From an optimization exercise on the open Yosys and OpenROAD flow, aimed at small area, a short achievable clock period and few clock cycles per item; shortcuts taken in it are not production practice.
At most, simulation tests tie the RTL to the original design; equivalence was not proved.

north:
==> flow/design.v (excerpt) <==
module nccLogTop (
	input logic clk,
	input logic rst,
	input logic [8:0] inBeat,
	input logic inValid,
	output logic inReady,
	output logic signed [19:0] score,
	output logic scoreValid,
	input logic scoreReady
);
	logic advance;
	logic [8:0] beatQ;
	logic beatValid;
	logic [8:0] skidBeat;
	logic skidValid;
	logic beatLoad;
	logic beatZero;
	logic [2:0] beatExp;
	logic [4:0] beatFrac;
	logic [3:0] fill;
	logic chainScore;
	logic pipeScore;
	logic shiftDesc;
	logic shiftWin;
	logic [nccPkg::PipeBits-1:0] pipe;
	assign advance = !scoreValid || scoreReady;
	assign beatLoad = advance || !beatValid;
	always_ff @(posedge clk) begin
		if (beatLoad) beatQ <= skidValid ? skidBeat : inBeat;
		if (!skidValid) skidBeat <= inBeat;
	end
	always_ff @(posedge clk or posedge rst) begin
		if (rst) begin
			beatValid <= 1'b0;
			skidValid <= 1'b0;
			inReady <= 1'b1;
		end else if (beatLoad) begin
			beatValid <= skidValid || inValid;
			skidValid <= 1'b0;
			inReady <= 1'b1;
		end else if (inValid && !skidValid) begin
  ...
==> module logTap, before the edit <==
module logTap (
	input logic [4:0] frac,
	input logic [3:0] expSum,
	input logic live,
	input logic descNeg,
	output logic [14:0] term,
	output logic neg
);
	logic [5:0] mant;
	logic [20:0] shifted;
	always_comb begin
		mant = {live, frac & {5{live}}};
		shifted = {15'd0, mant} << expSum;
		neg = descNeg && live;
		term = shifted[19:5] ^ {15{neg}};
	end
endmodule
==> module nccLogTop, before the edit <==
module nccLogTop (
	input logic clk,
	input logic rst,
	input logic [8:0] inBeat,
	input logic inValid,
	output logic inReady,
	output logic signed [19:0] score,
	output logic scoreValid,
	input logic scoreReady
);
	logic advance;
	logic [8:0] beatQ;
	logic beatValid;
	logic [8:0] skidBeat;
	logic skidValid;
	logic beatLoad;
	logic beatZero;
	logic [2:0] beatExp;
	logic [4:0] beatFrac;
	logic [3:0] fill;
	logic chainScore;
	logic pipeScore;
	logic shiftDesc;
	logic shiftWin;
	logic [nccPkg::PipeBits-1:0] pipe;
	assign advance = !scoreValid || scoreReady;
	assign beatLoad = advance || !beatValid;
	always_ff @(posedge clk) begin
		if (beatLoad) beatQ <= skidValid ? skidBeat : inBeat;
		if (!skidValid) skidBeat <= inBeat;
	end
	always_ff @(posedge clk or posedge rst) begin
		if (rst) begin
			beatValid <= 1'b0;
			skidValid <= 1'b0;
			inReady <= 1'b1;
		end else if (beatLoad) begin
			beatValid <= skidValid || inValid;
			skidValid <= 1'b0;
			inReady <= 1'b1;
		end else if (inValid && !skidValid) begin
			skidValid <= 1'b1;
			inReady <= 1'b0;
		end
	end
	logDecode decode (
		.mag(beatQ[8] ? {1'b0, beatQ[6:0]} : beatQ[7:0]),
		.zero(beatZero), .exp(beatExp), .frac(beatFrac));
	assign shiftDesc = advance && beatValid && beatQ[8];
	assign shiftWin = advance && beatValid && !beatQ[8];
	always_ff @(posedge clk or posedge rst) begin
		if (rst) begin
			fill <= '0;
			chainScore <= 1'b0;
			pipeScore <= 1'b0;
		end else if (advance) begin
			chainScore <= shiftWin && (fill >= 4'd7);
			pipeScore <= chainScore;
			if (shiftDesc) begin
				fill <= '0;
			end else if (shiftWin && fill != 4'd8) begin
				fill <= fill + 1'b1;
			end
		end
	end
	tapArray taps (.clk, .rst, .shiftDesc, .shiftWin, .decNeg(beatQ[7]), .decZero(beatZero),
		.decExp(beatExp), .decFrac(beatFrac), .pipeLoad(advance), .pipe);
	scoreResult result (.clk, .rst, .advance, .pipe, .sumValid(pipeScore),
		.score, .scoreValid);
endmodule
Settings: LEC_CHECK=0, ABC_AREA=1, CAP_MARGIN=20, CORE_MARGIN=2, CORE_UTILIZATION=40, SLEW_MARGIN=20; clock period 10.0 ns.
standard.sh (not shown) runs the stock make flow with config.mk's settings and CLKGATE_MAP_FILE= SYNTH_SCRIPT=/design/flow/synth_recipe.tcl, a recipe that flattens the netlist after the stock synthesis.
==> flow/flow/run.sh <==
#!/bin/bash
# The standard layout, with the port buffers made from buf_4 cells instead
# of the delay buffers buffer_ports picks by default, and timing repair
# asked to leave a setup margin.
set -euo pipefail
bash standard.sh BUFFER_PORTS_ARGS="-buffer_cell sky130_fd_sc_hd__buf_4" SETUP_SLACK_MARGIN=6.9 finish > standard.log 2>&1
Inputs modified between north and south:
==> flow/design.v, changed modules only <==
module logTap (
	input logic [4:0] frac,
	input logic [3:0] expSum,
	input logic live,
	input logic descNeg,
	output logic [14:0] term,
	output logic neg
);
	logic [20:0] shifted;
	always_comb begin
		shifted = {15'd0, 1'b1, frac} << expSum;
		neg = descNeg && live;
		term = (shifted[19:5] & {15{live}}) ^ {15{neg}};
	end
endmodule
module nccLogTop (
	input logic clk,
	input logic rst,
	input logic [8:0] inBeat,
	input logic inValid,
	output logic inReady,
	output logic signed [19:0] score,
	output logic scoreValid,
	input logic scoreReady
);
	logic advance;
	logic [8:0] beatQ;
	logic beatValid;
	logic [8:0] skidBeat;
	logic skidValid;
	logic inStall;
	logic beatLoad;
	logic beatZero;
	logic [2:0] beatExp;
	logic [4:0] beatFrac;
	logic [3:0] fill;
	logic chainScore;
	logic pipeScore;
	logic descBeat;
	logic winBeat;
	logic shiftDesc;
	logic shiftWin;
	logic [nccPkg::PipeBits-1:0] pipe;
	assign advance = !scoreValid || scoreReady;
	assign beatLoad = advance || !beatValid;
	always_ff @(posedge clk) begin
		if (beatLoad) beatQ <= skidValid ? skidBeat : inBeat;
		if (!skidValid) skidBeat <= inBeat;
	end
	always_ff @(posedge clk or posedge rst) begin
		if (rst) begin
			beatValid <= 1'b0;
			skidValid <= 1'b0;
			inStall <= 1'b0;
		end else if (beatLoad) begin
			beatValid <= skidValid || inValid;
			skidValid <= 1'b0;
			inStall <= 1'b0;
		end else if (inValid && !skidValid) begin
			skidValid <= 1'b1;
			inStall <= 1'b1;
		end
	end
	assign inReady = !inStall;
	logDecode decode (
		.mag(beatQ[8] ? {1'b0, beatQ[6:0]} : beatQ[7:0]),
		.zero(beatZero), .exp(beatExp), .frac(beatFrac));
	assign descBeat = beatValid && beatQ[8];
	assign winBeat = beatValid && !beatQ[8];
	assign shiftDesc = advance && descBeat;
	assign shiftWin = advance && winBeat;
	always_ff @(posedge clk or posedge rst) begin
		if (rst) begin
			fill <= '0;
			chainScore <= 1'b0;
			pipeScore <= 1'b0;
		end else if (advance) begin
			chainScore <= winBeat && (fill >= 4'd7);
			pipeScore <= chainScore;
			if (descBeat) begin
				fill <= '0;
			end else if (winBeat && fill != 4'd8) begin
				fill <= fill + 1'b1;
			end
		end
	end
	tapArray taps (.clk, .rst, .shiftDesc, .shiftWin, .decNeg(beatQ[7]), .decZero(beatZero),
		.decExp(beatExp), .decFrac(beatFrac), .pipeLoad(advance), .pipe);
	scoreResult result (.clk, .rst, .advance, .pipe, .sumValid(pipeScore),
		.score, .scoreValid);
endmodule
south vs. north: average size of a mapped cell went up by 0.76%.
On south: number of cells produced by synthesis is 78 lower than what north gave.
south and north ended up with roughly the same post-layout utilization of the core.
Transition time at the pin with the least slew margin was higher in south than in north.
Compared with north, in south tightest slew margin relative to the limit decreased 10 points; detailed-placement wirelength estimate increased 5.3%.
north → south: violation count after the first detailed-routing iteration +173, global-route usage +1.8 points.
As of south, number of ordinary and repair buffers in the finished layout had fallen by more than 10% compared to north.
Testbench counts of south, summed over its fixed seeds: cycles 3,360, items 2,848.
Only the layout flow was run in north; the RTL was not checked for function there.

-- port drivers added, routing unchanged --
The flow's constraints put no driver on any port. The routed layouts listed below were extracted and timed again, unchanged, in two steps.
Step 1: set_driving_cell puts a clkbuf_16 on clk and a buf_2 on each other input, an assumption about the parent block.
Step 2, shift: input delay + t, output delay - t, t = (earliest + latest rising clock arrival at the registers) / 2. This alone moves slack from input paths to output paths.
Three values: ideal ports, drivers, drivers and shift; two values: the first two.
| run | t, ns | setup slack, ns | worst setup path after step 2 | slew at the worst register clock pin (ns) |
|---|---|---|---|---|
| north | 0.615 | 6.802 / 6.745 / 6.353 | input to register | 0.06 / 0.06 |
| south | 0.605 | 6.824 / 6.769 / 6.444 | input to register | 0.06 / 0.06 |
After both steps setup and hold are still met in every run listed. For north, which loses most, drivers alone change the setup slack by -0.057 ns; drivers and shift together by -0.449 ns.
